This design comes from an exercise in tuning for small area and a short achievable clock period on the open sky130 flow, not from production work.
In this exercise RTL edits were held to simulation tests only and were not proved equivalent to the original.
Power is estimated from default activity; no workload was simulated.

==> flow/design.v <==
package acw_pkg;
	typedef logic [31:0] addr_t;
	typedef logic [31:0] data_t;
	typedef logic [31:0] region_addr_t;
	typedef logic [7:0] reg_idx_t;
	typedef enum logic [1:0] {
		mode_off   = 2'd0,
		mode_tor   = 2'd1,
		mode_napot = 2'd3
	} region_mode_e;
	typedef enum logic [1:0] {
		st_idle        = 2'd0,
		st_block_start = 2'd1,
		st_block_idle  = 2'd2,
		st_block_err   = 2'd3
	} block_state_e;
	localparam reg_idx_t reg_go_idle     = 8'd0;
	localparam reg_idx_t reg_denied_addr = 8'd1;
	localparam reg_idx_t reg_denied_type = 8'd2;
	localparam reg_idx_t reg_state       = 8'd3;
	localparam reg_idx_t reg_intr_state  = 8'd4;
	localparam reg_idx_t reg_intr_enable = 8'd5;
	localparam int NUM_CTRL_REGS = 6;
	localparam int CFG_READ_BIT  = 0;
	localparam int CFG_WRITE_BIT = 1;
	localparam int CFG_MODE_LSB  = 3;
	localparam int CFG_MODE_MSB  = 4;
endpackage
`timescale 1ns/1ps
module acw_csr_bank #(
	parameter int          NUM_REGIONS = 8,
	parameter logic [21:0] BASE_ADDR   = 22'h0
) (
	input  logic                                    clk,
	input  logic                                    rst,
	input  logic                                    cpu_req_i,
	input  logic                                    cpu_write_i,
	input  acw_pkg::addr_t                          cpu_addr_i,
	input  acw_pkg::data_t                          cpu_wdata_i,
	output logic                                    cpu_rsp_valid_o,
	output acw_pkg::data_t                          cpu_rsp_rdata_o,
	output logic                                    cpu_rsp_err_o,
	output logic [NUM_REGIONS-1:0][7:0]             region_cfg_o,
	output acw_pkg::region_addr_t [NUM_REGIONS-1:0] region_addr_o,
	input  logic                                    deny_i,
	input  acw_pkg::addr_t                          denied_addr_i,
	input  logic                                    denied_write_i,
	input  acw_pkg::block_state_e                   state_i,
	output logic                                    go_idle_o,
	output logic                                    irq_o
);
	localparam int NUM_CFG_WORDS = NUM_REGIONS / 4;
	localparam int CFG_BASE      = acw_pkg::NUM_CTRL_REGS;
	localparam int ADDR_BASE     = CFG_BASE + NUM_CFG_WORDS;
	localparam int NUM_MAPPED    = ADDR_BASE + NUM_REGIONS;
	acw_pkg::reg_idx_t idx;
	logic base_hit;
	logic read_only;
	logic req_err;
	logic wr_en;
	logic [NUM_CFG_WORDS-1:0] cfg_sel;
	logic [NUM_REGIONS-1:0] addr_sel;
	acw_pkg::data_t rdata_d;
	logic [NUM_REGIONS-1:0][7:0] cfg_q;
	acw_pkg::region_addr_t [NUM_REGIONS-1:0] addr_q;
	acw_pkg::addr_t denied_addr_q;
	logic denied_write_q;
	logic intr_state_q;
	logic intr_enable_q;
	logic go_idle_q;
	logic rsp_valid_q;
	logic rsp_err_q;
	acw_pkg::data_t rsp_rdata_q;
	always_comb begin
		idx = cpu_addr_i[9:2];
		base_hit = (cpu_addr_i[31:10] == BASE_ADDR);
		read_only = (idx == acw_pkg::reg_denied_addr) || (idx == acw_pkg::reg_denied_type) ||
			(idx == acw_pkg::reg_state);
		req_err = !base_hit || (cpu_addr_i[1:0] != 2'b00) || (int'(idx) >= NUM_MAPPED) ||
			(cpu_write_i && read_only) || (!cpu_write_i && (idx == acw_pkg::reg_go_idle));
		wr_en = cpu_req_i && cpu_write_i && !req_err;
		for (int k = 0; k < NUM_CFG_WORDS; k++) begin
			cfg_sel[k] = (int'(idx) == CFG_BASE + k);
		end
		for (int i = 0; i < NUM_REGIONS; i++) begin
			addr_sel[i] = (int'(idx) == ADDR_BASE + i);
		end
	end
	always_comb begin
		case (idx)
			acw_pkg::reg_denied_addr: rdata_d = denied_addr_q;
			acw_pkg::reg_denied_type: rdata_d = {31'b0, denied_write_q};
			acw_pkg::reg_state:       rdata_d = {30'b0, state_i};
			acw_pkg::reg_intr_state:  rdata_d = {intr_state_q, 31'b0};
			acw_pkg::reg_intr_enable: rdata_d = {intr_enable_q, 31'b0};
			default:                  rdata_d = '0;
		endcase
		for (int k = 0; k < NUM_CFG_WORDS; k++) begin
			if (cfg_sel[k]) begin
				for (int j = 0; j < 4; j++) begin
					rdata_d[8*j +: 8] = cfg_q[4*k+j];
				end
			end
		end
		for (int i = 0; i < NUM_REGIONS; i++) begin
			if (addr_sel[i]) begin
				rdata_d = addr_q[i];
			end
		end
		if (cpu_write_i || req_err) begin
			rdata_d = '0;
		end
	end
	always_ff @(posedge clk, negedge rst) begin
		if (!rst) begin
			cfg_q <= '0;
			addr_q <= '0;
			denied_addr_q <= '0;
			denied_write_q <= 1'b0;
			intr_state_q <= 1'b0;
			intr_enable_q <= 1'b0;
			go_idle_q <= 1'b0;
			rsp_valid_q <= 1'b0;
			rsp_err_q <= 1'b0;
		end else begin
			rsp_valid_q <= cpu_req_i;
			rsp_err_q <= cpu_req_i && req_err;
			go_idle_q <= wr_en && (idx == acw_pkg::reg_go_idle);
			if (wr_en) begin
				for (int k = 0; k < NUM_CFG_WORDS; k++) begin
					if (cfg_sel[k]) begin
						for (int j = 0; j < 4; j++) begin
							cfg_q[4*k+j] <= cpu_wdata_i[8*j +: 8];
						end
					end
				end
				for (int i = 0; i < NUM_REGIONS; i++) begin
					if (addr_sel[i]) begin
						addr_q[i] <= cpu_wdata_i;
					end
				end
				if (idx == acw_pkg::reg_intr_enable) begin
					intr_enable_q <= cpu_wdata_i[31];
				end
			end
			if (deny_i) begin
				intr_state_q <= 1'b1;
			end else if (wr_en && (idx == acw_pkg::reg_intr_state)) begin
				intr_state_q <= 1'b0;
			end
			if (deny_i) begin
				denied_addr_q <= denied_addr_i;
				denied_write_q <= denied_write_i;
			end
		end
	end
	always_ff @(posedge clk) begin
		if (cpu_req_i) begin
			rsp_rdata_q <= rdata_d;
		end
	end
	assign cpu_rsp_valid_o = rsp_valid_q;
	assign cpu_rsp_rdata_o = rsp_rdata_q;
	assign cpu_rsp_err_o = rsp_err_q;
	assign region_cfg_o = cfg_q;
	assign region_addr_o = addr_q;
	assign go_idle_o = go_idle_q;
	assign irq_o = intr_state_q & intr_enable_q;
endmodule
`timescale 1ns/1ps
module acw_region_match (
	input  logic [7:0]            cfg_i,
	input  acw_pkg::region_addr_t addr_reg_i,
	input  acw_pkg::region_addr_t prev_addr_reg_i,
	input  acw_pkg::addr_t        req_addr_i,
	input  logic                  req_write_i,
	output logic                  hit_o,
	output logic                  allow_o
);
	acw_pkg::region_mode_e mode;
	acw_pkg::region_addr_t word_addr;
	acw_pkg::region_addr_t napot_mask;
	logic tor_hit;
	logic napot_hit;
	assign mode = acw_pkg::region_mode_e'(cfg_i[acw_pkg::CFG_MODE_MSB:acw_pkg::CFG_MODE_LSB]);
	assign word_addr = {2'b00, req_addr_i[31:2]};
	assign tor_hit = (word_addr >= prev_addr_reg_i) && (word_addr < addr_reg_i);
	assign napot_mask = ~(addr_reg_i ^ (addr_reg_i + 32'd1));
	assign napot_hit = ((word_addr & napot_mask) == (addr_reg_i & napot_mask));
	always_comb begin
		case (mode)
			acw_pkg::mode_tor:   hit_o = tor_hit;
			acw_pkg::mode_napot: hit_o = napot_hit;
			default:             hit_o = 1'b0;
		endcase
	end
	assign allow_o = req_write_i ? cfg_i[acw_pkg::CFG_WRITE_BIT] : cfg_i[acw_pkg::CFG_READ_BIT];
endmodule
`timescale 1ns/1ps
module acw_perm_resolve #(
	parameter int NUM_REGIONS = 8
) (
	input  logic [NUM_REGIONS-1:0] hit_i,
	input  logic [NUM_REGIONS-1:0] allow_i,
	output logic                   permit_o
);
	logic found;
	always_comb begin
		found = 1'b0;
		permit_o = 1'b0;
		for (int i = 0; i < NUM_REGIONS; i++) begin
			if (hit_i[i] && !found) begin
				found = 1'b1;
				permit_o = allow_i[i];
			end
		end
	end
endmodule
`timescale 1ns/1ps
module acw_block_fsm (
	input  logic                  clk,
	input  logic                  rst,
	input  logic                  host_valid_i,
	input  acw_pkg::addr_t        host_addr_i,
	input  logic                  host_write_i,
	input  acw_pkg::data_t        host_wdata_i,
	output logic                  host_ready_o,
	output logic                  host_rsp_valid_o,
	output acw_pkg::data_t        host_rsp_rdata_o,
	output logic                  host_rsp_err_o,
	input  logic                  host_rsp_ready_i,
	output logic                  dev_valid_o,
	output acw_pkg::addr_t        dev_addr_o,
	output logic                  dev_write_o,
	output acw_pkg::data_t        dev_wdata_o,
	input  logic                  dev_ready_i,
	input  logic                  dev_rsp_valid_i,
	input  acw_pkg::data_t        dev_rsp_rdata_i,
	input  logic                  dev_rsp_err_i,
	output logic                  dev_rsp_ready_o,
	input  logic                  permit_i,
	input  logic                  go_idle_i,
	output logic                  deny_o,
	output acw_pkg::addr_t        denied_addr_o,
	output logic                  denied_write_o,
	output acw_pkg::block_state_e state_o
);
	acw_pkg::block_state_e state_q;
	acw_pkg::block_state_e state_d;
	logic err_rsp;
	always_ff @(posedge clk, negedge rst) begin
		if (!rst) begin
			state_q <= acw_pkg::st_idle;
		end else begin
			state_q <= state_d;
		end
	end
	assign err_rsp = (state_q == acw_pkg::st_block_start) || (state_q == acw_pkg::st_block_idle);
	always_comb begin
		state_d = state_q;
		host_ready_o = 1'b0;
		dev_valid_o = 1'b0;
		deny_o = 1'b0;
		host_rsp_valid_o = dev_rsp_valid_i;
		host_rsp_rdata_o = dev_rsp_rdata_i;
		host_rsp_err_o = dev_rsp_err_i;
		dev_rsp_ready_o = host_rsp_ready_i;
		case (state_q)
			acw_pkg::st_idle: begin
				host_ready_o = dev_ready_i;
				dev_valid_o = host_valid_i && permit_i;
				if (host_valid_i && dev_ready_i && !permit_i) begin
					deny_o = 1'b1;
					state_d = acw_pkg::st_block_start;
				end
			end
			acw_pkg::st_block_start: begin
				if (host_rsp_ready_i && go_idle_i) begin
					state_d = acw_pkg::st_idle;
				end else if (go_idle_i) begin
					state_d = acw_pkg::st_block_idle;
				end else if (host_rsp_ready_i) begin
					state_d = acw_pkg::st_block_err;
				end
			end
			acw_pkg::st_block_idle: begin
				if (host_rsp_ready_i) begin
					state_d = acw_pkg::st_idle;
				end
			end
			default: begin
				if (go_idle_i) begin
					state_d = acw_pkg::st_idle;
				end
			end
		endcase
		if (err_rsp) begin
			host_rsp_valid_o = 1'b1;
			host_rsp_rdata_o = '0;
			host_rsp_err_o = 1'b1;
			dev_rsp_ready_o = 1'b0;
		end
	end
	assign dev_addr_o = host_addr_i;
	assign dev_write_o = host_write_i;
	assign dev_wdata_o = host_wdata_i;
	assign denied_addr_o = host_addr_i;
	assign denied_write_o = host_write_i;
	assign state_o = state_q;
endmodule
`timescale 1ns/1ps
module acw_top #(
	parameter int          NUM_REGIONS = 8,
	parameter logic [21:0] BASE_ADDR   = 22'h0
) (
	input  logic           clk,
	input  logic           rst,
	input  logic           host_valid_i,
	input  acw_pkg::addr_t host_addr_i,
	input  logic           host_write_i,
	input  acw_pkg::data_t host_wdata_i,
	output logic           host_ready_o,
	output logic           host_rsp_valid_o,
	output acw_pkg::data_t host_rsp_rdata_o,
	output logic           host_rsp_err_o,
	input  logic           host_rsp_ready_i,
	output logic           dev_valid_o,
	output acw_pkg::addr_t dev_addr_o,
	output logic           dev_write_o,
	output acw_pkg::data_t dev_wdata_o,
	input  logic           dev_ready_i,
	input  logic           dev_rsp_valid_i,
	input  acw_pkg::data_t dev_rsp_rdata_i,
	input  logic           dev_rsp_err_i,
	output logic           dev_rsp_ready_o,
	input  logic           cpu_req_i,
	input  logic           cpu_write_i,
	input  acw_pkg::addr_t cpu_addr_i,
	input  acw_pkg::data_t cpu_wdata_i,
	output logic           cpu_rsp_valid_o,
	output acw_pkg::data_t cpu_rsp_rdata_o,
	output logic           cpu_rsp_err_o,
	output logic           irq_o
);
	logic [NUM_REGIONS-1:0][7:0] region_cfg;
	acw_pkg::region_addr_t [NUM_REGIONS-1:0] region_addr;
	acw_pkg::region_addr_t [NUM_REGIONS-1:0] prev_addr;
	logic [NUM_REGIONS-1:0] hit;
	logic [NUM_REGIONS-1:0] allow;
	logic permit;
	logic deny;
	acw_pkg::addr_t denied_addr;
	logic denied_write;
	acw_pkg::block_state_e state;
	logic go_idle;
	acw_csr_bank #(
		.NUM_REGIONS(NUM_REGIONS),
		.BASE_ADDR  (BASE_ADDR)
	) csr_bank_inst (
		.clk            (clk),
		.rst            (rst),
		.cpu_req_i      (cpu_req_i),
		.cpu_write_i    (cpu_write_i),
		.cpu_addr_i     (cpu_addr_i),
		.cpu_wdata_i    (cpu_wdata_i),
		.cpu_rsp_valid_o(cpu_rsp_valid_o),
		.cpu_rsp_rdata_o(cpu_rsp_rdata_o),
		.cpu_rsp_err_o  (cpu_rsp_err_o),
		.region_cfg_o   (region_cfg),
		.region_addr_o  (region_addr),
		.deny_i         (deny),
		.denied_addr_i  (denied_addr),
		.denied_write_i (denied_write),
		.state_i        (state),
		.go_idle_o      (go_idle),
		.irq_o          (irq_o)
	);
	assign prev_addr = {region_addr[NUM_REGIONS-2:0], acw_pkg::region_addr_t'(0)};
	for (genvar i = 0; i < NUM_REGIONS; i++) begin : gen_region
		acw_region_match region_match_inst (
			.cfg_i          (region_cfg[i]),
			.addr_reg_i     (region_addr[i]),
			.prev_addr_reg_i(prev_addr[i]),
			.req_addr_i     (host_addr_i),
			.req_write_i    (host_write_i),
			.hit_o          (hit[i]),
			.allow_o        (allow[i])
		);
	end
	acw_perm_resolve #(
		.NUM_REGIONS(NUM_REGIONS)
	) perm_resolve_inst (
		.hit_i   (hit),
		.allow_i (allow),
		.permit_o(permit)
	);
	acw_block_fsm block_fsm_inst (
		.clk             (clk),
		.rst             (rst),
		.host_valid_i    (host_valid_i),
		.host_addr_i     (host_addr_i),
		.host_write_i    (host_write_i),
		.host_wdata_i    (host_wdata_i),
		.host_ready_o    (host_ready_o),
		.host_rsp_valid_o(host_rsp_valid_o),
		.host_rsp_rdata_o(host_rsp_rdata_o),
		.host_rsp_err_o  (host_rsp_err_o),
		.host_rsp_ready_i(host_rsp_ready_i),
		.dev_valid_o     (dev_valid_o),
		.dev_addr_o      (dev_addr_o),
		.dev_write_o     (dev_write_o),
		.dev_wdata_o     (dev_wdata_o),
		.dev_ready_i     (dev_ready_i),
		.dev_rsp_valid_i (dev_rsp_valid_i),
		.dev_rsp_rdata_i (dev_rsp_rdata_i),
		.dev_rsp_err_i   (dev_rsp_err_i),
		.dev_rsp_ready_o (dev_rsp_ready_o),
		.permit_i        (permit),
		.go_idle_i       (go_idle),
		.deny_o          (deny),
		.denied_addr_o   (denied_addr),
		.denied_write_o  (denied_write),
		.state_o         (state)
	);
endmodule
==> flow/run.sh <==
#!/bin/bash
# synth_recipe.tcl (not shown) runs the flow's synth.tcl, then flattens the netlist and writes it again
# the make line also repeats each setting of config.mk as NAME=value (left out here)
make -C /OpenROAD-flow-scripts/flow DESIGN_CONFIG=/design/flow/config.mk WORK_HOME=/design/flow/orfs CLKGATE_MAP_FILE= SYNTH_SCRIPT=/design/flow/synth_recipe.tcl finish
==> flow/config.mk <==
export PLATFORM = sky130hd
export DESIGN_NAME = acw_top
export DESIGN_NICKNAME = acw_top
export VERILOG_FILES = /design/flow/design.v
export SDC_FILE = /design/flow/constraint.sdc
export NUM_CORES = 4
export LEC_CHECK = 0
export CAP_MARGIN = 20
export CORE_MARGIN = 2
export CORE_UTILIZATION = 40
export SLEW_MARGIN = 20
==> flow/constraint.sdc <==
create_clock -name core_clock -period 8.0 [get_ports {clk}]
set_input_delay 1.6000 -clock core_clock [delete_from_list [all_inputs] [get_ports {clk}]]
set_output_delay 1.6000 -clock core_clock [all_outputs]
set_load 0.01 [all_outputs]
==> summary.txt <==
## per-layer routing
layer	track usage, %	part of all wire (%)	vias to the layer above	wire length (um)
li1	-	-	13580	-
met1	40.51	41	14970	56860
met2	48.44	44	1473	62240
met3	5.593	9.0	325	12600
met4	15.33	5.9	0	8293
met5	0	0	-	0
## area by class of cell
class	count	area share [%]
clock inverters	28	0.8008
inverters	318	2.961
well taps	1144	3.551
flip-flops and latches	392	24.74
multi-input cells	2760	55.72
repair buffers	375	8.865
diodes	1	0.006208
clock buffers	61	3.352
## per-stage QoR
stage	TNS (ps)	worst slack [ps]	total power, mW	std cells
4_1_cts	0	159.0	5.048	5074
3_5_place_dp	-195.7	-195.7	2.688	4980
6_report	0	348.8	5.025	5079
2_1_floorplan	0	1354	2.333	3689
3_3_place_gp	-513.0	-513.0	2.685	4980
5_1_grt	0	23.30	5.176	5079
## where the power goes
group	leakage (nW)	switching (mW)	internal, mW
logic	11.1	0.393	0.254
registers	5.33	0.00206	2.01
clock network	0.801	0.974	1.39
## what timing repair did
action                                  CTS  global route
pin swaps                                 4             5
endpoints found under the setup margin    1             1
gates cloned                              0             0
endpoints found under the hold margin     0             0
setup buffers                             5             4
resized for setup                         7             6
## registers in the layout, indices dropped and copies added, names as in the netlist, 2 cells and up
name and flops:
block_fsm_inst.state_q 2, csr_bank_inst.addr_q 256, csr_bank_inst.cfg_q 64, csr_bank_inst.denied_addr_q 32, csr_bank_inst.rsp_rdata_q 32
## final timing paths
check | startpoint | endpoint | slack [ps] | cells after the start
min in group asynchronous | rst | csr_bank_inst.addr_q[41] | 1020 | 1
worst max register to register | csr_bank_inst.addr_q[161] | csr_bank_inst.denied_addr_q[25] | 1420 | 22
worst max-delay path | csr_bank_inst.addr_q[42] | dev_valid_o | 350 | 21
max in group asynchronous | rst | csr_bank_inst.addr_q[121] | 5430 | 2
worst min register to register | csr_bank_inst.denied_write_q | csr_bank_inst.denied_write_q | 490 | 1
worst min-delay path | csr_bank_inst.denied_write_q | csr_bank_inst.denied_write_q | 490 | 1
## critical path, cell delays in order, from the launching register on
cell	delay [ps]
dfrtp_1	520
and4_1	320
nand3_1	100
or3_1	370
nor2_1	420
and2_1	330
nand3_1	130
ha_1	320
xor2_1	140
nand2_1	80
xnor2_1	130
nor4_1	500
nand4_1	160
or4_1	480
a211oi_1	230
buf_4	170
or3_1	120
a211oi_2	40
buf_4	170
o31ai_4	270
o211a_1	260
clkbuf_2	160
## kinds of logic after synthesis
group                    after synthesis
flip-flops                           392
XOR/XNOR                             426
AO/OA/AOI/OAI                        490
buffers and inverters                537
AND/OR/NAND/NOR                      998
multiplexers                         368
adder cells (fa/ha/maj)              478
## cell usage after synthesis (36+ instances only)
library cell  number  area share, %
buf_4             65            1.4
xor2_1           197            5.0
dfrtp_1          360             26
nor2b_1           44           0.79
xnor2_1          229            5.8
nand3_1          132            1.9
ha_1             478             17
clkbuf_1          79           0.86
mux2_2           331             11
nor3_1            53           0.77
nand4_1          129            2.3
a21oi_1           85            1.2
nor4_1            36           0.65
a22oi_1           70            1.5
a21o_1            38           0.82
inv_1            318            3.4
or3_1             38           0.69
a222oi_1          45            1.3
buf_1             64           0.69
nand2_1          274            3.0
nor2_1           160            1.7
o21ai_0           97            1.4
==> results.tsv <==
metric	value	unit
drc	0	
synth_edf_count	32	
leakagePower	17.23	nW
routedWlPerCell	27.56	um
synth_compound_area_share	9.815	%
die-height	298.2	um
worstPathRequired	6400	ps
yosys.area_share.simple	14.78	%
crit_path_max_fanout	7	
maxSlewHeadroom	20.40	%
syn_avg_cell_area	9.386	um2
clockRootBuffer	clkbuf_16	
finClkSkew	37.21	ps
vias	30350	
netlist-cell-type-count	80	
layout_common_cells	ha_1 (478), dfrtp_1 (358), mux2_2 (331), inv_1 (318), nand2_1 (273)	
synthXorXnorAreaFrac	10.78	%
stdcell_area	40310	um2
synth_warnings	4	
grt_pass1_vias	29090	
muxShareOfSynthArea	11.94	%
clkLatencyLatePin	620	ps
rsz0062_at_grt	no	
final_common_cell	ha_1	
synthesis.instances	3689	
synth_adder_area_share	17.27	%
hold_viol_final	0	
fmax	0.1307	GHz
synth_ff_type	dfrtp_1	
drive_above_1_share	15.05	%
antenna_found_initial	6	
vias_per_cell	5.976	
route.final.wire_length	140.0	mm
dpl-instance-area	38520	um2
ios	307	
finalCritPeriodShare	95.64	%
power.density	124.7	nW/um2
ir_drop	117.0	uV
grt.total_usage	30.78	%
cts_tree	built	
coreArea	85410	um2
holdWs	489.3	ps
grt_pass1_wl	200.7	mm
worst_setup_hold_path_clk_slew	60	ps
slew_viol_final	0	
endpoint_kind	primary output	
synth_area	34620	um2
dp_hpwl	109.5	mm
initial_utilization	40.54	%
clock-sinks	392	
synth_top_family_by_area	adder cells	
status	no timing/DRC/antenna violations	
antenna_left	0	
critical_path_class	reg -> out	
worstPathArrival	6050	ps
critPathLaunchType	register	
drt_iter0_markers	3111	
max_cap_viol_count	0	
gr-total-overflow	0	
setup_viol	0	
fin_crit	7651	ps
multi_input_area	22460	um2
post-route-util	47.19	%
fillers	8291	
gp_congestion	0.9975	
die_w	298.2	um
area_growth	16.42	%
hold_class	reg -> reg	
nNetsFinal	4543	
synth-seq-area-share	28.79	%
worst_slew_pin_slew	1194	ps
grt_max_degree	117	
yosys_register_bits	392	
first_pass_iters	8	
htreeDepth	2	
fp-row-count	107	
cts_buffers	48	
port_buffers	242	
die_area	88930	um2
async_flop_share	91.84	%
cts_buffer_depth	3	
ff_latch_area	9972	um2
cts_hold_buf	0	
synth.net_count	4337	

static timing again, ports no longer ideal:
The results above use ideal ports. As a check the final layout listed here was re-extracted and re-timed, cells and wires unchanged. Step 1 (the two cells are an assumption about what drives the block):
set clk [get_ports {clk}]
set_driving_cell -lib_cell sky130_fd_sc_hd__clkbuf_16 $clk
set_driving_cell -lib_cell sky130_fd_sc_hd__buf_2 [delete_from_list [all_inputs] $clk]
Step 2 times the ports against the registers' clock, not the clock port: input delays grow and output delays shrink by t, the midpoint of the rising clock arrivals with the driver on. Slacks: ideal / step 1 / step 2; pairs: ideal / step 1.
shift t [ns]: 0.663
slack for setup (ns): 0.349 / 0.285 / 0.384
worst setup path after step 2: input to output
clock arrival spread, ns: 0.037 / 0.037
cell pins on the clock port's net: 1
After both steps this run still meets setup and hold. For this run, drivers alone change the setup slack by -0.064 ns; drivers and shift together by +0.035 ns.
